Source: an optimization exercise on an open RTL-to-GDS flow (aim: small area, a short achievable clock period and few clock cycles per item). Production flows keep margins and buffers that such runs may drop. RTL that was checked went through simulation tests only; none was proved equivalent to the original.

==> exp/raven: inputs <==
Design aes_ctr_top, start of the top module:
module aes_ctr_top (
    input  logic            clock,
    input  logic            reset,
    input  logic            start,
    input  logic            init,
    input  logic            key_valid,
    input  aes_pkg::key_t   aes_key,
    input  aes_pkg::half_t  nonce,
    input  aes_pkg::half_t  counter_init,
    input  aes_pkg::block_t data_in,
    output logic            ready,
    output logic            valid,
    output logic            busy,
    output aes_pkg::block_t data_out
);
    logic            counter_load;
    logic            counter_step;
    logic            block_load;
    logic            final_round;
    logic            odd_step;
    aes_pkg::byte_t  rcon;
    aes_pkg::block_t counter_block;
    aes_pkg::block_t block_in;
    aes_pkg::block_t round_key;
    aes_pkg::block_t first_key;
    assign first_key = aes_key[256-1 -: 128];
    aes_ctr_control control0 (
        .clock        (clock),
        .reset        (reset),
        .start        (start),
        .init         (init),
        .key_valid    (key_valid),
        .ready        (ready),
        .valid        (valid),
        .busy         (busy),
        .counter_load (counter_load),
        .counter_step (counter_step),
        .block_load   (block_load),
  ...
==> module aes_ctr_control, before the edit <==
module aes_ctr_control (
    input  logic            clock,
    input  logic            reset,
    input  logic            start,
    input  logic            init,
    input  logic            key_valid,
    output logic            ready,
    output logic            valid,
    output logic            busy,
    output logic            counter_load,
    output logic            counter_step,
    output logic            block_load,
    output logic            final_round,
    output logic            odd_step,
    output aes_pkg::byte_t  rcon
);
    localparam logic [3:0] last_round = 4'(14);
    logic            run;
    logic            done;
    logic            last;
    logic            odd;
    aes_pkg::round_t round_count;
    logic            accept;
    assign accept = ready && start && key_valid;
    always_ff @(posedge clock or posedge reset) begin
        if (reset) begin
            run         <= 1'b0;
            done        <= 1'b0;
            last        <= 1'b0;
            odd         <= 1'b0;
            round_count <= '0;
        end else begin
            run         <= accept || (run && !last);
            done        <= run && last;
            last        <= run && (round_count == last_round - 4'd1);
            round_count <= ready ? 4'd1 : round_count + 4'd1;
            odd         <= ready ? 1'b0 : !odd;
        end
    end
    assign ready = !(run || done);
    assign valid = done;
    assign busy  = run;
    assign block_load   = ready;
    assign counter_load = ready && init;
    assign counter_step = accept;
    assign final_round  = last;
    assign odd_step = odd;
    always_comb begin
        rcon = '0;
        rcon[round_count[3:1]] = 1'b1;
    end
endmodule
==> module aes_key_schedule, before the edit <==
module aes_key_schedule (
    input  logic            clock,
    input  logic            key_load,
    input  logic            odd_step,
    input  aes_pkg::byte_t  rcon,
    input  aes_pkg::key_t   aes_key,
    output aes_pkg::block_t round_key
);
    localparam int word_bits = 32;
    localparam int key_msb = 256 - 1;
    aes_pkg::key_t  window;
    aes_pkg::word_t last_word;
    aes_pkg::word_t sub_raw;
    aes_pkg::word_t sub_word;
    aes_pkg::word_t rcon_word;
    aes_pkg::word_t base [4];
    aes_pkg::word_t prefix [4];
    aes_pkg::word_t new_words [4];
    assign round_key = window[128-1:0];
    assign last_word = window[word_bits-1:0];
    for (genvar b = 0; b < 4; b++) begin : g_sub
        aes_sbox sbox0 (.a(last_word[8 * b +: 8]), .y(sub_raw[8 * b +: 8]));
    end
    assign sub_word = odd_step ? sub_raw
                    : {sub_raw[word_bits-9:0], sub_raw[word_bits-1 -: 8]};
    assign rcon_word = {(odd_step ? 8'h00 : rcon), {(word_bits - 8){1'b0}}};
    always_comb begin
        prefix[0] = window[key_msb -: word_bits] ^ rcon_word;
        for (int j = 1; j < 4; j++) begin
            prefix[j] = prefix[j - 1] ^ window[key_msb - j * word_bits -: word_bits];
        end
        for (int j = 0; j < 4; j++) begin
            base[j] = key_load ? aes_key[128 - 1 - j * word_bits -: word_bits]
                               : prefix[j];
            new_words[j] = base[j] ^ (sub_word & {word_bits{!key_load}});
        end
    end
    always_ff @(posedge clock) begin
        window[128-1:0] <= {new_words[0], new_words[1], new_words[2], new_words[3]};
        window[key_msb -: 128] <= key_load ? aes_key[key_msb -: 128]
                                                       : window[128-1:0];
    end
endmodule
==> module aes_round_datapath, before the edit <==
module aes_round_datapath (
    input  logic            clock,
    input  logic            block_load,
    input  logic            final_round,
    input  aes_pkg::block_t block_in,
    input  aes_pkg::block_t round_key,
    input  aes_pkg::block_t data_in,
    input  aes_pkg::block_t first_key,
    output aes_pkg::block_t data_out
);
    localparam int msb = 128 - 1;
    aes_pkg::block_t cipher_state;
    aes_pkg::block_t shifted;
    aes_pkg::block_t add_key;
    aes_pkg::block_t round_out;
    for (genvar c = 0; c < 4; c++) begin : g_col
        for (genvar r = 0; r < 4; r++) begin : g_row
            aes_sbox sbox0 (
                .a(cipher_state[msb - 8 * (4 * ((c + r) % 4) + r) -: 8]),
                .y(shifted[msb - 8 * (4 * c + r) -: 8])
            );
        end
    end
    assign add_key = block_load ? (block_in ^ first_key)
                   : (round_key ^ (data_in & {128{final_round}}));
    always_comb begin
        aes_pkg::byte_t col [4];
        aes_pkg::byte_t sum;
        aes_pkg::byte_t mix;
        for (int c = 0; c < 4; c++) begin
            for (int r = 0; r < 4; r++) begin
                col[r] = shifted[msb - 8 * (4 * c + r) -: 8];
            end
            sum = col[0] ^ col[1] ^ col[2] ^ col[3];
            for (int r = 0; r < 4; r++) begin
                mix = sum ^ aes_pkg::xtime(col[r] ^ col[(r + 1) % 4]);
                round_out[msb - 8 * (4 * c + r) -: 8] =
                    (col[r] & {8{!block_load}}) ^ add_key[msb - 8 * (4 * c + r) -: 8]
                    ^ (mix & {8{!(final_round || block_load)}});
            end
        end
    end
    always_ff @(posedge clock) begin
        cipher_state <= round_out;
    end
    assign data_out = cipher_state;
endmodule
==> module ctr_counter, before the edit <==
module ctr_counter (
    input  logic            clock,
    input  logic            reset,
    input  logic            counter_load,
    input  logic            counter_step,
    input  aes_pkg::half_t  nonce,
    input  aes_pkg::half_t  counter_init,
    output aes_pkg::block_t counter_block,
    output aes_pkg::block_t block_in
);
    localparam int chunk_bits = 16;
    localparam int chunks = 128 / chunk_bits;
    aes_pkg::block_t    count;
    logic [chunks-1:0]  carry;
    assign block_in = counter_load ? {nonce, counter_init} : count;
    assign counter_block = count;
    always_ff @(posedge clock or posedge reset) begin
        if (reset) begin
            count <= '0;
            carry <= '0;
        end else begin
            for (int k = 0; k < chunks; k++) begin
                count[k * chunk_bits +: chunk_bits] <=
                    block_in[k * chunk_bits +: chunk_bits] + chunk_bits'(carry[k]);
            end
            carry[0] <= counter_step;
            for (int k = 1; k < chunks; k++) begin
                carry[k] <= carry[k - 1] && (&count[(k - 1) * chunk_bits +: chunk_bits]);
            end
        end
    end
endmodule
export LEC_CHECK = 0
export CAP_MARGIN = 20
export CORE_MARGIN = 2
export CORE_UTILIZATION = 45
export CTS_BUF_LIST = sky130_fd_sc_hd__clkbuf_16
export CTS_CLUSTER_SIZE = 24
export PLACE_DENSITY = 0.6
export SETUP_SLACK_MARGIN = 1.25
export SLEW_MARGIN = 20
create_clock -name core_clock -period 7.0 [get_ports {clock}]
standard.sh (not shown) runs the stock make flow with config.mk's settings and CLKGATE_MAP_FILE= SYNTH_SCRIPT=/design/flow/synth_recipe.tcl, a recipe that flattens the netlist after the stock synthesis.
==> flow/flow/run.sh <==
#!/bin/bash
# Own flow: the standard layout (standard.sh) with two changes:
#  - synthesis is the standard one except for the ABC script that maps the combinational
#    logic (flow/abc_nf.script: a &nf mapping, then ABC's buffering and gate sizing, instead of ORFS's abc_speed/abc_area).
#    Registers are mapped before ABC runs, so they come out as in the standard synthesis;
#  - every input and output port still gets its own buffer, but a sky130_fd_sc_hd__buf_1
#    rather than the delay buffer buffer_ports picks by default.
# Each tool's log stays in orfs/logs/ under this folder; make's own output goes to flow_make.log.
set -euo pipefail
W=$PWD
sed 's#log_cmd abc {\*}$abc_args#log_cmd abc -script '"$W"'/flow/abc_nf.script {*}[lrange $abc_args 2 end]#' \
    "$FLOW_HOME/scripts/synth.tcl" > "$W/flow_synth.tcl"
grep -q "flow/abc_nf.script" "$W/flow_synth.tcl"
sed 's#$::env(SCRIPTS_DIR)/synth.tcl#'"$W"'/flow_synth.tcl#' "$W/synth_recipe.tcl" > "$W/flow_synth_recipe.tcl"
grep -q "flow_synth.tcl" "$W/flow_synth_recipe.tcl"
bash "$W/standard.sh" SYNTH_SCRIPT="$W/flow_synth_recipe.tcl" \
    "BUFFER_PORTS_ARGS=-buffer_cell sky130_fd_sc_hd__buf_1" finish > "$W/flow_make.log" 2>&1
==> flow/flow/abc_nf.script <==
strash
&get -n
&st
&dch
&nf
&put
topo
buffer -c
upsize -c
dnsize -c
stime -c
==> exp/zinc (differences from exp/raven) <==
--- a/flow/design.v
+++ b/flow/design.v
@@ -34,5 +34,4 @@
     logic            done;
     logic            last;
-    logic            odd;
     aes_pkg::round_t round_count;
     logic            accept;
@@ -43,5 +42,4 @@
             done        <= 1'b0;
             last        <= 1'b0;
-            odd         <= 1'b0;
             round_count <= '0;
         end else begin
@@ -50,5 +48,4 @@
             last        <= run && (round_count == last_round - 4'd1);
             round_count <= ready ? 4'd1 : round_count + 4'd1;
-            odd         <= ready ? 1'b0 : !odd;
         end
     end
@@ -58,7 +55,7 @@
     assign block_load   = ready;
     assign counter_load = ready && init;
-    assign counter_step = accept;
+    assign counter_step = done;
     assign final_round  = last;
-    assign odd_step = odd;
+    assign odd_step = !round_count[0];
     always_comb begin
         rcon = '0;
@@ -81,33 +78,33 @@
     aes_pkg::key_t  window;
     aes_pkg::word_t last_word;
-    aes_pkg::word_t sub_raw;
+    aes_pkg::word_t sub_in;
     aes_pkg::word_t sub_word;
-    aes_pkg::word_t rcon_word;
-    aes_pkg::word_t base [4];
+    aes_pkg::word_t mix_word;
     aes_pkg::word_t prefix [4];
     aes_pkg::word_t new_words [4];
     assign round_key = window[128-1:0];
     assign last_word = window[word_bits-1:0];
+    assign sub_in = odd_step ? last_word
+                  : {last_word[word_bits-9:0], last_word[word_bits-1 -: 8]};
     for (genvar b = 0; b < 4; b++) begin : g_sub
-        aes_sbox sbox0 (.a(last_word[8 * b +: 8]), .y(sub_raw[8 * b +: 8]));
+        aes_sbox sbox0 (.a(sub_in[8 * b +: 8]), .y(sub_word[8 * b +: 8]));
     end
-    assign sub_word = odd_step ? sub_raw
-                    : {sub_raw[word_bits-9:0], sub_raw[word_bits-1 -: 8]};
-    assign rcon_word = {(odd_step ? 8'h00 : rcon), {(word_bits - 8){1'b0}}};
+    assign mix_word = sub_word ^ {(odd_step ? 8'h00 : rcon), {(word_bits - 8){1'b0}}};
     always_comb begin
-        prefix[0] = window[key_msb -: word_bits] ^ rcon_word;
+        prefix[0] = window[key_msb -: word_bits];
         for (int j = 1; j < 4; j++) begin
             prefix[j] = prefix[j - 1] ^ window[key_msb - j * word_bits -: word_bits];
         end
         for (int j = 0; j < 4; j++) begin
-            base[j] = key_load ? aes_key[128 - 1 - j * word_bits -: word_bits]
-                               : prefix[j];
-            new_words[j] = base[j] ^ (sub_word & {word_bits{!key_load}});
+            new_words[j] = prefix[j] ^ mix_word;
         end
     end
     always_ff @(posedge clock) begin
-        window[128-1:0] <= {new_words[0], new_words[1], new_words[2], new_words[3]};
-        window[key_msb -: 128] <= key_load ? aes_key[key_msb -: 128]
-                                                       : window[128-1:0];
+        if (key_load) begin
+            window <= aes_key;
+        end else begin
+            window <= {window[128-1:0],
+                       new_words[0], new_words[1], new_words[2], new_words[3]};
+        end
     end
 endmodule
@@ -138,6 +135,5 @@
         end
     end
-    assign add_key = block_load ? (block_in ^ first_key)
-                   : (round_key ^ (data_in & {128{final_round}}));
+    assign add_key = round_key ^ (data_in & {128{final_round}});
     always_comb begin
         aes_pkg::byte_t col [4];
@@ -152,11 +148,15 @@
                 mix = sum ^ aes_pkg::xtime(col[r] ^ col[(r + 1) % 4]);
                 round_out[msb - 8 * (4 * c + r) -: 8] =
-                    (col[r] & {8{!block_load}}) ^ add_key[msb - 8 * (4 * c + r) -: 8]
-                    ^ (mix & {8{!(final_round || block_load)}});
+                    col[r] ^ add_key[msb - 8 * (4 * c + r) -: 8]
+                    ^ (mix & {8{!final_round}});
             end
         end
     end
     always_ff @(posedge clock) begin
-        cipher_state <= round_out;
+        if (block_load) begin
+            cipher_state <= block_in ^ first_key;
+        end else begin
+            cipher_state <= round_out;
+        end
     end
     assign data_out = cipher_state;
@@ -319,8 +319,5 @@
     output aes_pkg::block_t block_in
 );
-    localparam int chunk_bits = 16;
-    localparam int chunks = 128 / chunk_bits;
-    aes_pkg::block_t    count;
-    logic [chunks-1:0]  carry;
+    aes_pkg::block_t count;
     assign block_in = counter_load ? {nonce, counter_init} : count;
     assign counter_block = count;
@@ -328,14 +325,8 @@
         if (reset) begin
             count <= '0;
-            carry <= '0;
-        end else begin
-            for (int k = 0; k < chunks; k++) begin
-                count[k * chunk_bits +: chunk_bits] <=
-                    block_in[k * chunk_bits +: chunk_bits] + chunk_bits'(carry[k]);
-            end
-            carry[0] <= counter_step;
-            for (int k = 1; k < chunks; k++) begin
-                carry[k] <= carry[k - 1] && (&count[(k - 1) * chunk_bits +: chunk_bits]);
-            end
+        end else if (counter_load) begin
+            count <= {nonce, counter_init};
+        end else if (counter_step) begin
+            count <= count + 128'd1;
         end
     end
==> flow/run.sh (new file) <==
#!/bin/bash
# synth_recipe.tcl (not shown) runs the flow's synth.tcl, then flattens the netlist and writes it again
# the make line also repeats each setting of config.mk as NAME=value (left out here)
make -C /OpenROAD-flow-scripts/flow DESIGN_CONFIG=/design/flow/config.mk WORK_HOME=/design/flow/orfs CLKGATE_MAP_FILE= SYNTH_SCRIPT=/design/flow/synth_recipe.tcl finish
--- a/flow/config.mk
+++ b/flow/config.mk
@@ -6,10 +6,8 @@
 export NUM_CORES = 4
 export LEC_CHECK = 0
+export ABC_AREA = 1
 export CAP_MARGIN = 20
 export CORE_MARGIN = 2
 export CORE_UTILIZATION = 45
-export CTS_BUF_LIST = sky130_fd_sc_hd__clkbuf_16
-export CTS_CLUSTER_SIZE = 24
 export PLACE_DENSITY = 0.6
-export SETUP_SLACK_MARGIN = 1.25
 export SLEW_MARGIN = 20
removed: flow/flow/run.sh
removed: flow/flow/abc_nf.script
removed: flow/standard.sh
==> impl_metrics.tcl <==
set metrics [dict create \
    status "no timing/DRC/antenna violations" \
    drt-vias-per-instance 5.75 \
    fillers 16200 \
    layout.nets 14200 \
    seq_cell_count 519 \
    synth_compound_area_share_pct 5.36 \
    worstMarginPinSlew_ns 1.32 \
    synth_common_cells "6174 x nand2_1, 1885 x nand3_1, 1330 x inv_1" \
    grt_pass1_vias 79800 \
    r2r_end "datapath0.cipher_state[79]" \
    comb.multi_input.count 10900 \
    die_h_um 399 \
    core_area_um2 154000 \
    relSlewSlack_pct 11.0 \
    max_freq_mhz 150 \
    track_usage_pct 44.0 \
    crit_top_cell "nand2_1" \
    vias 90600 \
]
The numbers above come from exp/zinc.

==> impl_metrics.tcl <==
set metrics [dict create \
    status "no timing/DRC/antenna violations" \
    synthToLayoutAreaGrowth_pct 18.5 \
    die_h_um 340 \
    core_area_um2 112000 \
    relSlewSlack_pct 16.3 \
    synth_compound_area_share_pct 9.81 \
    track_usage_pct 35.3 \
    r2r_end "datapath0.cipher_state[64]" \
    synth-simple-area-share_pct 14.3 \
    comb.multi_input.count 5213 \
    final_cells 8221 \
    fillers 10700 \
    vias 44900 \
    worstMarginPinSlew_ns 1.24 \
    layout.nets 7235 \
    synth_common_cells "1499 x xnor2_1, 728 x nor2_1, 694 x nand2_1" \
    seq_cell_count 528 \
    max_freq_mhz 177 \
    crit_top_cell "xor2_1" \
]
The numbers above come from exp/raven.

Testbench counts of exp/zinc, summed over its fixed seeds: cycles 6,136, items 384.
Function not checked in exp/raven: the RTL went through the layout flow alone.

========
==> trial 21 <==
==> flow/design.v <==
`default_nettype none
package aes_pkg;
    typedef logic [7:0] byte_t;
    typedef logic [32-1:0] word_t;
    typedef logic [128-1:0] block_t;
    typedef logic [256-1:0] key_t;
    typedef logic [64-1:0] half_t;
    typedef logic [3:0] round_t;
    function automatic byte_t xtime(input byte_t value);
        xtime = {value[6:0], 1'b0} ^ (value[7] ? 8'h1b : 8'h00);
    endfunction
endpackage
`default_nettype wire
`timescale 1ns/1ps
`default_nettype none
module aes_ctr_control (
    input  logic            clock,
    input  logic            reset,
    input  logic            start,
    input  logic            init,
    input  logic            key_valid,
    output logic            ready,
    output logic            valid,
    output logic            busy,
    output logic            counter_load,
    output logic            counter_step,
    output logic            block_load,
    output logic            final_round,
    output logic            odd_step,
    output aes_pkg::byte_t  rcon
);
    localparam logic [3:0] last_round = 4'(14);
    logic            run;
    logic            done;
    logic            last;
    aes_pkg::round_t round_count;
    logic            accept;
    assign accept = ready && start && key_valid;
    always_ff @(posedge clock or posedge reset) begin
        if (reset) begin
            run         <= 1'b0;
            done        <= 1'b0;
            last        <= 1'b0;
            round_count <= '0;
        end else begin
            run         <= accept || (run && !last);
            done        <= run && last;
            last        <= run && (round_count == last_round - 4'd1);
            round_count <= ready ? 4'd1 : round_count + 4'd1;
        end
    end
    assign ready = !(run || done);
    assign valid = done;
    assign busy  = run;
    assign block_load   = ready;
    assign counter_load = ready && init;
    assign counter_step = done;
    assign final_round  = last;
    assign odd_step = !round_count[0];
    always_comb begin
        rcon = '0;
        rcon[round_count[3:1]] = 1'b1;
    end
endmodule
`default_nettype wire
`timescale 1ns/1ps
`default_nettype none
module aes_key_schedule (
    input  logic            clock,
    input  logic            key_load,
    input  logic            odd_step,
    input  aes_pkg::byte_t  rcon,
    input  aes_pkg::key_t   aes_key,
    output aes_pkg::block_t round_key
);
    localparam int word_bits = 32;
    localparam int key_msb = 256 - 1;
    aes_pkg::key_t  window;
    aes_pkg::word_t last_word;
    aes_pkg::word_t sub_in;
    aes_pkg::word_t sub_word;
    aes_pkg::word_t mix_word;
    aes_pkg::word_t prefix [4];
    aes_pkg::word_t new_words [4];
    assign round_key = window[128-1:0];
    assign last_word = window[word_bits-1:0];
    assign sub_in = odd_step ? last_word
                  : {last_word[word_bits-9:0], last_word[word_bits-1 -: 8]};
    for (genvar b = 0; b < 4; b++) begin : g_sub
        aes_sbox sbox0 (.a(sub_in[8 * b +: 8]), .y(sub_word[8 * b +: 8]));
    end
    assign mix_word = sub_word ^ {(odd_step ? 8'h00 : rcon), {(word_bits - 8){1'b0}}};
    always_comb begin
        prefix[0] = window[key_msb -: word_bits];
        for (int j = 1; j < 4; j++) begin
            prefix[j] = prefix[j - 1] ^ window[key_msb - j * word_bits -: word_bits];
        end
        for (int j = 0; j < 4; j++) begin
            new_words[j] = prefix[j] ^ mix_word;
        end
    end
    always_ff @(posedge clock) begin
        if (key_load) begin
            window <= aes_key;
        end else begin
            window <= {window[128-1:0],
                       new_words[0], new_words[1], new_words[2], new_words[3]};
        end
    end
endmodule
`default_nettype wire
`timescale 1ns/1ps
`default_nettype none
module aes_round_datapath (
    input  logic            clock,
    input  logic            block_load,
    input  logic            final_round,
    input  aes_pkg::block_t block_in,
    input  aes_pkg::block_t round_key,
    input  aes_pkg::block_t data_in,
    input  aes_pkg::block_t first_key,
    output aes_pkg::block_t data_out
);
    localparam int msb = 128 - 1;
    aes_pkg::block_t cipher_state;
    aes_pkg::block_t shifted;
    aes_pkg::block_t add_key;
    aes_pkg::block_t round_out;
    for (genvar c = 0; c < 4; c++) begin : g_col
        for (genvar r = 0; r < 4; r++) begin : g_row
            aes_sbox sbox0 (
                .a(cipher_state[msb - 8 * (4 * ((c + r) % 4) + r) -: 8]),
                .y(shifted[msb - 8 * (4 * c + r) -: 8])
            );
        end
    end
    assign add_key = round_key ^ (data_in & {128{final_round}});
    always_comb begin
        aes_pkg::byte_t col [4];
        aes_pkg::byte_t sum;
        aes_pkg::byte_t mix;
        for (int c = 0; c < 4; c++) begin
            for (int r = 0; r < 4; r++) begin
                col[r] = shifted[msb - 8 * (4 * c + r) -: 8];
            end
            sum = col[0] ^ col[1] ^ col[2] ^ col[3];
            for (int r = 0; r < 4; r++) begin
                mix = sum ^ aes_pkg::xtime(col[r] ^ col[(r + 1) % 4]);
                round_out[msb - 8 * (4 * c + r) -: 8] =
                    col[r] ^ add_key[msb - 8 * (4 * c + r) -: 8]
                    ^ (mix & {8{!final_round}});
            end
        end
    end
    always_ff @(posedge clock) begin
        if (block_load) begin
            cipher_state <= block_in ^ first_key;
        end else begin
            cipher_state <= round_out;
        end
    end
    assign data_out = cipher_state;
endmodule
module aes_sbox (
    input  aes_pkg::byte_t a,
    output aes_pkg::byte_t y
);
    logic u0, u1, u2, u3, u4, u5, u6, u7;
    logic s0, s1, s2, s3, s4, s5, s6, s7;
    logic t1, t2, t3, t4, t5, t6, t7, t8, t9, t10, t11, t12, t13, t14, t15, t16, t17, t18, t19,
          t20, t21, t22, t23, t24, t25, t26, t27, m1, m2, m3, m4, m5, m6, m7, m8, m9, m10, m11,
          m12, m13, m14, m15, m16, m17, m18, m19, m20, m21, m22, m23, m24, m25, m26, m27, m28,
          m29, m30, m31, m32, m33, m34, m35, m36, m37, m38, m39, m40, m41, m42, m43, m44, m45,
          m46, m47, m48, m49, m50, m51, m52, m53, m54, m55, m56, m57, m58, m59, m60, m61, m62,
          m63, l0, l1, l2, l3, l4, l5, l6, l7, l8, l9, l10, l11, l12, l13, l14, l15, l16, l17,
          l18, l19, l20, l21, l22, l23, l24, l25, l26, l27, l28, l29;
    assign {u0, u1, u2, u3, u4, u5, u6, u7} = a;
    assign t1 = u0 ^ u3;
    assign t2 = u0 ^ u5;
    assign t3 = u0 ^ u6;
    assign t4 = u3 ^ u5;
    assign t5 = u4 ^ u6;
    assign t6 = t1 ^ t5;
    assign t7 = u1 ^ u2;
    assign t8 = u7 ^ t6;
    assign t9 = u7 ^ t7;
    assign t10 = t6 ^ t7;
    assign t11 = u1 ^ u5;
    assign t12 = u2 ^ u5;
    assign t13 = t3 ^ t4;
    assign t14 = t6 ^ t11;
    assign t15 = t5 ^ t11;
    assign t16 = t5 ^ t12;
    assign t17 = t9 ^ t16;
    assign t18 = u3 ^ u7;
    assign t19 = t7 ^ t18;
    assign t20 = t1 ^ t19;
    assign t21 = u6 ^ u7;
    assign t22 = t7 ^ t21;
    assign t23 = t2 ^ t22;
    assign t24 = t2 ^ t10;
    assign t25 = t20 ^ t17;
    assign t26 = t3 ^ t16;
    assign t27 = t1 ^ t12;
    assign m1 = t13 & t6;
    assign m2 = t23 & t8;
    assign m3 = t14 ^ m1;
    assign m4 = t19 & u7;
    assign m5 = m4 ^ m1;
    assign m6 = t3 & t16;
    assign m7 = t22 & t9;
    assign m8 = t26 ^ m6;
    assign m9 = t20 & t17;
    assign m10 = m9 ^ m6;
    assign m11 = t1 & t15;
    assign m12 = t4 & t27;
    assign m13 = m12 ^ m11;
    assign m14 = t2 & t10;
    assign m15 = m14 ^ m11;
    assign m16 = m3 ^ m2;
    assign m17 = m5 ^ t24;
    assign m18 = m8 ^ m7;
    assign m19 = m10 ^ m15;
    assign m20 = m16 ^ m13;
    assign m21 = m17 ^ m15;
    assign m22 = m18 ^ m13;
    assign m23 = m19 ^ t25;
    assign m24 = m22 ^ m23;
    assign m25 = m22 & m20;
    assign m26 = m21 ^ m25;
    assign m27 = m20 ^ m21;
    assign m28 = m23 ^ m25;
    assign m29 = m28 & m27;
    assign m30 = m26 & m24;
    assign m31 = m20 & m23;
    assign m32 = m27 & m31;
    assign m33 = m27 ^ m25;
    assign m34 = m21 & m22;
    assign m35 = m24 & m34;
    assign m36 = m24 ^ m25;
    assign m37 = m21 ^ m29;
    assign m38 = m32 ^ m33;
    assign m39 = m23 ^ m30;
    assign m40 = m35 ^ m36;
    assign m41 = m38 ^ m40;
    assign m42 = m37 ^ m39;
    assign m43 = m37 ^ m38;
    assign m44 = m39 ^ m40;
    assign m45 = m42 ^ m41;
    assign m46 = m44 & t6;
    assign m47 = m40 & t8;
    assign m48 = m39 & u7;
    assign m49 = m43 & t16;
    assign m50 = m38 & t9;
    assign m51 = m37 & t17;
    assign m52 = m42 & t15;
    assign m53 = m45 & t27;
    assign m54 = m41 & t10;
    assign m55 = m44 & t13;
    assign m56 = m40 & t23;
    assign m57 = m39 & t19;
    assign m58 = m43 & t3;
    assign m59 = m38 & t22;
    assign m60 = m37 & t20;
    assign m61 = m42 & t1;
    assign m62 = m45 & t4;
    assign m63 = m41 & t2;
    assign l0 = m61 ^ m62;
    assign l1 = m50 ^ m56;
    assign l2 = m46 ^ m48;
    assign l3 = m47 ^ m55;
    assign l4 = m54 ^ m58;
    assign l5 = m49 ^ m61;
    assign l6 = m62 ^ l5;
    assign l7 = m46 ^ l3;
    assign l8 = m51 ^ m59;
    assign l9 = m52 ^ m53;
    assign l10 = m53 ^ l4;
    assign l11 = m60 ^ l2;
    assign l12 = m48 ^ m51;
    assign l13 = m50 ^ l0;
    assign l14 = m52 ^ m61;
    assign l15 = m55 ^ l1;
    assign l16 = m56 ^ l0;
    assign l17 = m57 ^ l1;
    assign l18 = m58 ^ l8;
    assign l19 = m63 ^ l4;
    assign l20 = l0 ^ l1;
    assign l21 = l1 ^ l7;
    assign l22 = l3 ^ l12;
    assign l23 = l18 ^ l2;
    assign l24 = l15 ^ l9;
    assign l25 = l6 ^ l10;
    assign l26 = l7 ^ l9;
    assign l27 = l8 ^ l10;
    assign l28 = l11 ^ l14;
    assign l29 = l11 ^ l17;
    assign s0 = l6 ^ l24;
    assign s1 = ~(l16 ^ l26);
    assign s2 = ~(l19 ^ l28);
    assign s3 = l6 ^ l21;
    assign s4 = l20 ^ l22;
    assign s5 = l25 ^ l29;
    assign s6 = ~(l13 ^ l27);
    assign s7 = ~(l6 ^ l23);
    assign y = {s0, s1, s2, s3, s4, s5, s6, s7};
endmodule
`default_nettype wire
`timescale 1ns/1ps
`default_nettype none
module ctr_counter (
    input  logic            clock,
    input  logic            reset,
    input  logic            counter_load,
    input  logic            counter_step,
    input  aes_pkg::half_t  nonce,
    input  aes_pkg::half_t  counter_init,
    output aes_pkg::block_t counter_block,
    output aes_pkg::block_t block_in
);
    aes_pkg::block_t count;
    assign block_in = counter_load ? {nonce, counter_init} : count;
    assign counter_block = count;
    always_ff @(posedge clock or posedge reset) begin
        if (reset) begin
            count <= '0;
        end else if (counter_load) begin
            count <= {nonce, counter_init};
        end else if (counter_step) begin
            count <= count + 128'd1;
        end
    end
endmodule
`default_nettype wire
`timescale 1ns/1ps
`default_nettype none
module aes_ctr_top (
    input  logic            clock,
    input  logic            reset,
    input  logic            start,
    input  logic            init,
    input  logic            key_valid,
    input  aes_pkg::key_t   aes_key,
    input  aes_pkg::half_t  nonce,
    input  aes_pkg::half_t  counter_init,
    input  aes_pkg::block_t data_in,
    output logic            ready,
    output logic            valid,
    output logic            busy,
    output aes_pkg::block_t data_out
);
    logic            counter_load;
    logic            counter_step;
    logic            block_load;
    logic            final_round;
    logic            odd_step;
    aes_pkg::byte_t  rcon;
    aes_pkg::block_t counter_block;
    aes_pkg::block_t block_in;
    aes_pkg::block_t round_key;
    aes_pkg::block_t first_key;
    assign first_key = aes_key[256-1 -: 128];
    aes_ctr_control control0 (
        .clock        (clock),
        .reset        (reset),
        .start        (start),
        .init         (init),
        .key_valid    (key_valid),
        .ready        (ready),
        .valid        (valid),
        .busy         (busy),
        .counter_load (counter_load),
        .counter_step (counter_step),
        .block_load   (block_load),
        .final_round  (final_round),
        .odd_step     (odd_step),
        .rcon         (rcon)
    );
    ctr_counter counter0 (
        .clock         (clock),
        .reset         (reset),
        .counter_load  (counter_load),
        .counter_step  (counter_step),
        .nonce         (nonce),
        .counter_init  (counter_init),
        .counter_block (counter_block),
        .block_in      (block_in)
    );
    aes_key_schedule key_schedule0 (
        .clock     (clock),
        .key_load  (block_load),
        .odd_step  (odd_step),
        .rcon      (rcon),
        .aes_key   (aes_key),
        .round_key (round_key)
    );
    aes_round_datapath datapath0 (
        .clock        (clock),
        .block_load   (block_load),
        .final_round  (final_round),
        .block_in     (block_in),
        .round_key    (round_key),
        .data_in      (data_in),
        .first_key    (first_key),
        .data_out     (data_out)
    );
endmodule
`default_nettype wire
==> flow/flow/run.sh <==
#!/bin/bash
# Own flow: the standard layout, with the standard synthesis changed only in the ABC
# script that maps the combinational logic (an area-oriented &nf mapping instead of
# ORFS's abc_speed/abc_area scripts). Registers are mapped before ABC runs, so they
# come out as in the standard synthesis.
set -euo pipefail
W=$PWD
sed 's#log_cmd abc {\*}$abc_args#log_cmd abc -script '"$W"'/flow/abc_nf.script {*}[lrange $abc_args 2 end]#' \
    "$FLOW_HOME/scripts/synth.tcl" > "$W/flow_synth.tcl"
grep -q "flow/abc_nf.script" "$W/flow_synth.tcl"
sed 's#$::env(SCRIPTS_DIR)/synth.tcl#'"$W"'/flow_synth.tcl#' "$W/synth_recipe.tcl" > "$W/flow_synth_recipe.tcl"
grep -q "flow_synth.tcl" "$W/flow_synth_recipe.tcl"
bash "$W/standard.sh" SYNTH_SCRIPT="$W/flow_synth_recipe.tcl" finish > "$W/flow_make.log" 2>&1
==> flow/flow/abc_nf.script <==
strash
&get -n
&st
&dch
&nf -R 1000
&put
topo
stime -c
==> flow/standard.sh <==
#!/bin/bash
# synth_recipe.tcl (not shown) runs the flow's synth.tcl, then flattens the netlist and writes it again
# the make line also repeats each setting of config.mk as NAME=value (left out here)
make -C /OpenROAD-flow-scripts/flow DESIGN_CONFIG=/design/flow/config.mk WORK_HOME=/design/flow/orfs CLKGATE_MAP_FILE= SYNTH_SCRIPT=/design/flow/synth_recipe.tcl "${@:-finish}"
==> flow/config.mk <==
export PLATFORM = sky130hd
export DESIGN_NAME = aes_ctr_top
export DESIGN_NICKNAME = aes_ctr_top
export VERILOG_FILES = /design/flow/design.v
export SDC_FILE = /design/flow/constraint.sdc
export NUM_CORES = 4
export LEC_CHECK = 0
export ABC_AREA = 1
export CAP_MARGIN = 20
export CORE_MARGIN = 2
export CORE_UTILIZATION = 45
export PLACE_DENSITY = 0.6
export SLEW_MARGIN = 20
==> flow/constraint.sdc <==
create_clock -name core_clock -period 7.0 [get_ports {clock}]
set_input_delay 1.4000 -clock core_clock [delete_from_list [all_inputs] [get_ports {clock}]]
set_output_delay 1.4000 -clock core_clock [all_outputs]
set_load 0.01 [all_outputs]
==> inputs of build 16, as changes to trial 21 <==
--- a/flow/design.v
+++ b/flow/design.v
@@ -35,2 +35,3 @@
     logic            last;
+    logic            odd;
     aes_pkg::round_t round_count;
@@ -43,2 +44,3 @@
             last        <= 1'b0;
+            odd         <= 1'b0;
             round_count <= '0;
@@ -49,2 +51,3 @@
             round_count <= ready ? 4'd1 : round_count + 4'd1;
+            odd         <= ready ? 1'b0 : !odd;
         end
@@ -56,5 +59,5 @@
     assign counter_load = ready && init;
-    assign counter_step = done;
+    assign counter_step = accept;
     assign final_round  = last;
-    assign odd_step = !round_count[0];
+    assign odd_step = odd;
     always_comb begin
@@ -81,3 +84,4 @@
     aes_pkg::word_t sub_word;
-    aes_pkg::word_t mix_word;
+    aes_pkg::word_t rcon_word;
+    aes_pkg::word_t base [4];
     aes_pkg::word_t prefix [4];
@@ -91,5 +95,5 @@
     end
-    assign mix_word = sub_word ^ {(odd_step ? 8'h00 : rcon), {(word_bits - 8){1'b0}}};
+    assign rcon_word = {(odd_step ? 8'h00 : rcon), {(word_bits - 8){1'b0}}};
     always_comb begin
-        prefix[0] = window[key_msb -: word_bits];
+        prefix[0] = window[key_msb -: word_bits] ^ rcon_word;
         for (int j = 1; j < 4; j++) begin
@@ -98,3 +102,5 @@
         for (int j = 0; j < 4; j++) begin
-            new_words[j] = prefix[j] ^ mix_word;
+            base[j] = key_load ? aes_key[128 - 1 - j * word_bits -: word_bits]
+                               : prefix[j];
+            new_words[j] = base[j] ^ (sub_word & {word_bits{!key_load}});
         end
@@ -102,8 +108,5 @@
     always_ff @(posedge clock) begin
-        if (key_load) begin
-            window <= aes_key;
-        end else begin
-            window <= {window[128-1:0],
-                       new_words[0], new_words[1], new_words[2], new_words[3]};
-        end
+        window[128-1:0] <= {new_words[0], new_words[1], new_words[2], new_words[3]};
+        window[key_msb -: 128] <= key_load ? aes_key[key_msb -: 128]
+                                                       : window[128-1:0];
     end
@@ -136,3 +139,4 @@
     end
-    assign add_key = round_key ^ (data_in & {128{final_round}});
+    assign add_key = block_load ? (block_in ^ first_key)
+                   : (round_key ^ (data_in & {128{final_round}}));
     always_comb begin
@@ -149,4 +153,4 @@
                 round_out[msb - 8 * (4 * c + r) -: 8] =
-                    col[r] ^ add_key[msb - 8 * (4 * c + r) -: 8]
-                    ^ (mix & {8{!final_round}});
+                    (col[r] & {8{!block_load}}) ^ add_key[msb - 8 * (4 * c + r) -: 8]
+                    ^ (mix & {8{!(final_round || block_load)}});
             end
@@ -155,7 +159,3 @@
     always_ff @(posedge clock) begin
-        if (block_load) begin
-            cipher_state <= block_in ^ first_key;
-        end else begin
-            cipher_state <= round_out;
-        end
+        cipher_state <= round_out;
     end
@@ -320,3 +320,6 @@
 );
-    aes_pkg::block_t count;
+    localparam int chunk_bits = 16;
+    localparam int chunks = 128 / chunk_bits;
+    aes_pkg::block_t    count;
+    logic [chunks-1:0]  carry;
     assign block_in = counter_load ? {nonce, counter_init} : count;
@@ -326,6 +329,12 @@
             count <= '0;
-        end else if (counter_load) begin
-            count <= {nonce, counter_init};
-        end else if (counter_step) begin
-            count <= count + 128'd1;
+            carry <= '0;
+        end else begin
+            for (int k = 0; k < chunks; k++) begin
+                count[k * chunk_bits +: chunk_bits] <=
+                    block_in[k * chunk_bits +: chunk_bits] + chunk_bits'(carry[k]);
+            end
+            carry[0] <= counter_step;
+            for (int k = 1; k < chunks; k++) begin
+                carry[k] <= carry[k - 1] && (&count[(k - 1) * chunk_bits +: chunk_bits]);
+            end
         end
==> flow/flow/run.sh (replaced) <==
#!/bin/bash
# Own flow: the standard layout (standard.sh) with two changes:
#  - synthesis is the standard one except for the ABC script that maps the combinational
#    logic (flow/abc_nf.script: a &nf mapping, then ABC's buffering and gate sizing, instead of ORFS's abc_speed/abc_area).
#    Registers are mapped before ABC runs, so they come out as in the standard synthesis;
#  - every input and output port still gets its own buffer, but a sky130_fd_sc_hd__buf_1
#    rather than the delay buffer buffer_ports picks by default.
# Each tool's log stays in orfs/logs/ under this folder; make's own output goes to flow_make.log.
set -euo pipefail
W=$PWD
sed 's#log_cmd abc {\*}$abc_args#log_cmd abc -script '"$W"'/flow/abc_nf.script {*}[lrange $abc_args 2 end]#' \
    "$FLOW_HOME/scripts/synth.tcl" > "$W/flow_synth.tcl"
grep -q "flow/abc_nf.script" "$W/flow_synth.tcl"
sed 's#$::env(SCRIPTS_DIR)/synth.tcl#'"$W"'/flow_synth.tcl#' "$W/synth_recipe.tcl" > "$W/flow_synth_recipe.tcl"
grep -q "flow_synth.tcl" "$W/flow_synth_recipe.tcl"
bash "$W/standard.sh" SYNTH_SCRIPT="$W/flow_synth_recipe.tcl" \
    "BUFFER_PORTS_ARGS=-buffer_cell sky130_fd_sc_hd__buf_1" finish > "$W/flow_make.log" 2>&1
==> flow/flow/abc_nf.script (replaced) <==
strash
&get -n
&st
&dch
&nf
&put
topo
buffer -c
upsize -c
dnsize -c
stime -c
- ABC_AREA: 1 -> unset
- CTS_BUF_LIST: unset -> sky130_fd_sc_hd__clkbuf_4 sky130_fd_sc_hd__clkbuf_8
- SETUP_SLACK_MARGIN: unset -> 1.5
==> inputs of trial 27, as changes to trial 21 <==
--- a/flow/design.v
+++ b/flow/design.v
@@ -56,3 +56,3 @@
     assign counter_load = ready && init;
-    assign counter_step = done;
+    assign counter_step = accept;
     assign final_round  = last;
@@ -81,3 +81,4 @@
     aes_pkg::word_t sub_word;
-    aes_pkg::word_t mix_word;
+    aes_pkg::word_t rcon_word;
+    aes_pkg::word_t base [4];
     aes_pkg::word_t prefix [4];
@@ -91,5 +92,5 @@
     end
-    assign mix_word = sub_word ^ {(odd_step ? 8'h00 : rcon), {(word_bits - 8){1'b0}}};
+    assign rcon_word = {(odd_step ? 8'h00 : rcon), {(word_bits - 8){1'b0}}};
     always_comb begin
-        prefix[0] = window[key_msb -: word_bits];
+        prefix[0] = window[key_msb -: word_bits] ^ rcon_word;
         for (int j = 1; j < 4; j++) begin
@@ -98,3 +99,5 @@
         for (int j = 0; j < 4; j++) begin
-            new_words[j] = prefix[j] ^ mix_word;
+            base[j] = key_load ? aes_key[128 - 1 - j * word_bits -: word_bits]
+                               : prefix[j];
+            new_words[j] = base[j] ^ (sub_word & {word_bits{!key_load}});
         end
@@ -102,8 +105,5 @@
     always_ff @(posedge clock) begin
-        if (key_load) begin
-            window <= aes_key;
-        end else begin
-            window <= {window[128-1:0],
-                       new_words[0], new_words[1], new_words[2], new_words[3]};
-        end
+        window[128-1:0] <= {new_words[0], new_words[1], new_words[2], new_words[3]};
+        window[key_msb -: 128] <= key_load ? aes_key[key_msb -: 128]
+                                                       : window[128-1:0];
     end
@@ -136,3 +136,4 @@
     end
-    assign add_key = round_key ^ (data_in & {128{final_round}});
+    assign add_key = block_load ? (block_in ^ first_key)
+                   : (round_key ^ (data_in & {128{final_round}}));
     always_comb begin
@@ -149,4 +150,4 @@
                 round_out[msb - 8 * (4 * c + r) -: 8] =
-                    col[r] ^ add_key[msb - 8 * (4 * c + r) -: 8]
-                    ^ (mix & {8{!final_round}});
+                    (col[r] & {8{!block_load}}) ^ add_key[msb - 8 * (4 * c + r) -: 8]
+                    ^ (mix & {8{!(final_round || block_load)}});
             end
@@ -155,7 +156,3 @@
     always_ff @(posedge clock) begin
-        if (block_load) begin
-            cipher_state <= block_in ^ first_key;
-        end else begin
-            cipher_state <= round_out;
-        end
+        cipher_state <= round_out;
     end
@@ -320,3 +317,6 @@
 );
-    aes_pkg::block_t count;
+    localparam int chunk_bits = 16;
+    localparam int chunks = 128 / chunk_bits;
+    aes_pkg::block_t    count;
+    logic [chunks-1:0]  carry;
     assign block_in = counter_load ? {nonce, counter_init} : count;
@@ -326,6 +326,12 @@
             count <= '0;
-        end else if (counter_load) begin
-            count <= {nonce, counter_init};
-        end else if (counter_step) begin
-            count <= count + 128'd1;
+            carry <= '0;
+        end else begin
+            for (int k = 0; k < chunks; k++) begin
+                count[k * chunk_bits +: chunk_bits] <=
+                    block_in[k * chunk_bits +: chunk_bits] + chunk_bits'(carry[k]);
+            end
+            carry[0] <= counter_step;
+            for (int k = 1; k < chunks; k++) begin
+                carry[k] <= carry[k - 1] && (&count[(k - 1) * chunk_bits +: chunk_bits]);
+            end
         end
==> flow/flow/run.sh (replaced) <==
#!/bin/bash
# Own flow: the standard layout (standard.sh) with two changes:
#  - synthesis is the standard one except for the ABC script that maps the combinational
#    logic (flow/abc_nf.script, a &nf mapping, instead of ORFS's abc_speed/abc_area).
#    Registers are mapped before ABC runs, so they come out as in the standard synthesis;
#  - every input and output port still gets its own buffer, but a sky130_fd_sc_hd__buf_1
#    rather than the delay buffer buffer_ports picks by default.
# Each tool's log stays in orfs/logs/ under this folder; make's own output goes to flow_make.log.
set -euo pipefail
W=$PWD
sed 's#log_cmd abc {\*}$abc_args#log_cmd abc -script '"$W"'/flow/abc_nf.script {*}[lrange $abc_args 2 end]#' \
    "$FLOW_HOME/scripts/synth.tcl" > "$W/flow_synth.tcl"
grep -q "flow/abc_nf.script" "$W/flow_synth.tcl"
sed 's#$::env(SCRIPTS_DIR)/synth.tcl#'"$W"'/flow_synth.tcl#' "$W/synth_recipe.tcl" > "$W/flow_synth_recipe.tcl"
grep -q "flow_synth.tcl" "$W/flow_synth_recipe.tcl"
bash "$W/standard.sh" SYNTH_SCRIPT="$W/flow_synth_recipe.tcl" \
    "BUFFER_PORTS_ARGS=-buffer_cell sky130_fd_sc_hd__buf_1" finish > "$W/flow_make.log" 2>&1
==> flow/flow/abc_nf.script (replaced) <==
strash
&get -n
&st
&dch
&nf
&put
topo
stime -c
- ABC_AREA: 1 -> unset
- CTS_BUF_LIST: unset -> sky130_fd_sc_hd__clkbuf_4 sky130_fd_sc_hd__clkbuf_8
==> qor summary <==
	build 16	trial 27	trial 21
Result of the run	complete, no violations	complete, no violations	complete, no violations
Unrepaired setup endpoints after global routing	yes	no	-
Area post-placement	56200 um^2	54400 um^2	60400 um^2
Initial antenna violation count	32	19	15
Post-detailed-route via-to-cell ratio	5.46	5.35	5.42
Worst Hold Endpoint	key_schedule0.window[207]	key_schedule0.window[171]	key_schedule0.window[165]
Area delta synth->final	23.4%	16.8%	29.5%
Count of warnings emitted by yosys	8	8	7
Clock latency reported for the late side of the worst-skew pair	0.81 ns	0.82 ns	0.65 ns
Layout Utilization	0.560	0.531	0.589
Depth of the critical timing path with buffers and inverters included	17	18	32
Clock buf/inv share	0.0353	0.0415	0.0384
Net Count, Synth	6600	6398	6902
CP Capture Point	datapath0.cipher_state[113]	datapath0.cipher_state[79]	counter0.count[125]
Multi-input combinational cell count	5268	5249	5765
Most frequent cell on the critical path	-	xnor2_1	and3_1
Register area	11400 um^2	11300 um^2	11100 um^2
Arrival @ worst endpoint	6.08 ns	7.19 ns	7.36 ns
Reg-to-reg setup timing slack	1.55 ns	0.43 ns	0.22 ns
Number of ordinary inverters in the final layout	50	43	54
Testbench counts of trial 21, summed over its fixed seeds: cycles 6,136, items 384.
Testbench counts of build 16, summed over its fixed seeds: cycles 6,136, items 384.
Testbench counts of trial 27, summed over its fixed seeds: cycles 6,136, items 384.

## re-timing with driven ports
The results above use ideal ports. As a check the final layouts listed here were re-extracted and re-timed, cells and wires unchanged.
Step 1 (the two cells are an assumption about what drives the block):
set clk [get_ports {clock}]
set_driving_cell -lib_cell sky130_fd_sc_hd__clkbuf_16 $clk
set_driving_cell -lib_cell sky130_fd_sc_hd__buf_2 [delete_from_list [all_inputs] $clk]
Step 2 also shifts input and output timing later by t, the mid clock arrival at the registers, as if the neighbouring blocks saw the same clock.
a / b / c = ideal ports / drivers / drivers and shift; a / b = the first two.
run	shift t [ns]	slack for setup (ns)	worst setup path after step 2	worst data-port slew with drivers (ns)	cell pins on the clock port's net
exp/raven	0.740	1.353 / 1.353 / 1.353	register to register	0.19	1
exp/zinc	0.798	0.320 / 0.320 / 0.320	register to register	0.23	1
trial 21	0.718	0.218 / 0.218 / 0.218	register to register	0.14	1
build 16	0.847	1.546 / 1.546 / 1.546	register to register	0.23	1
trial 27	0.852	0.425 / 0.425 / 0.425	register to register	0.20	1
After both steps setup and hold are still met in every run listed.
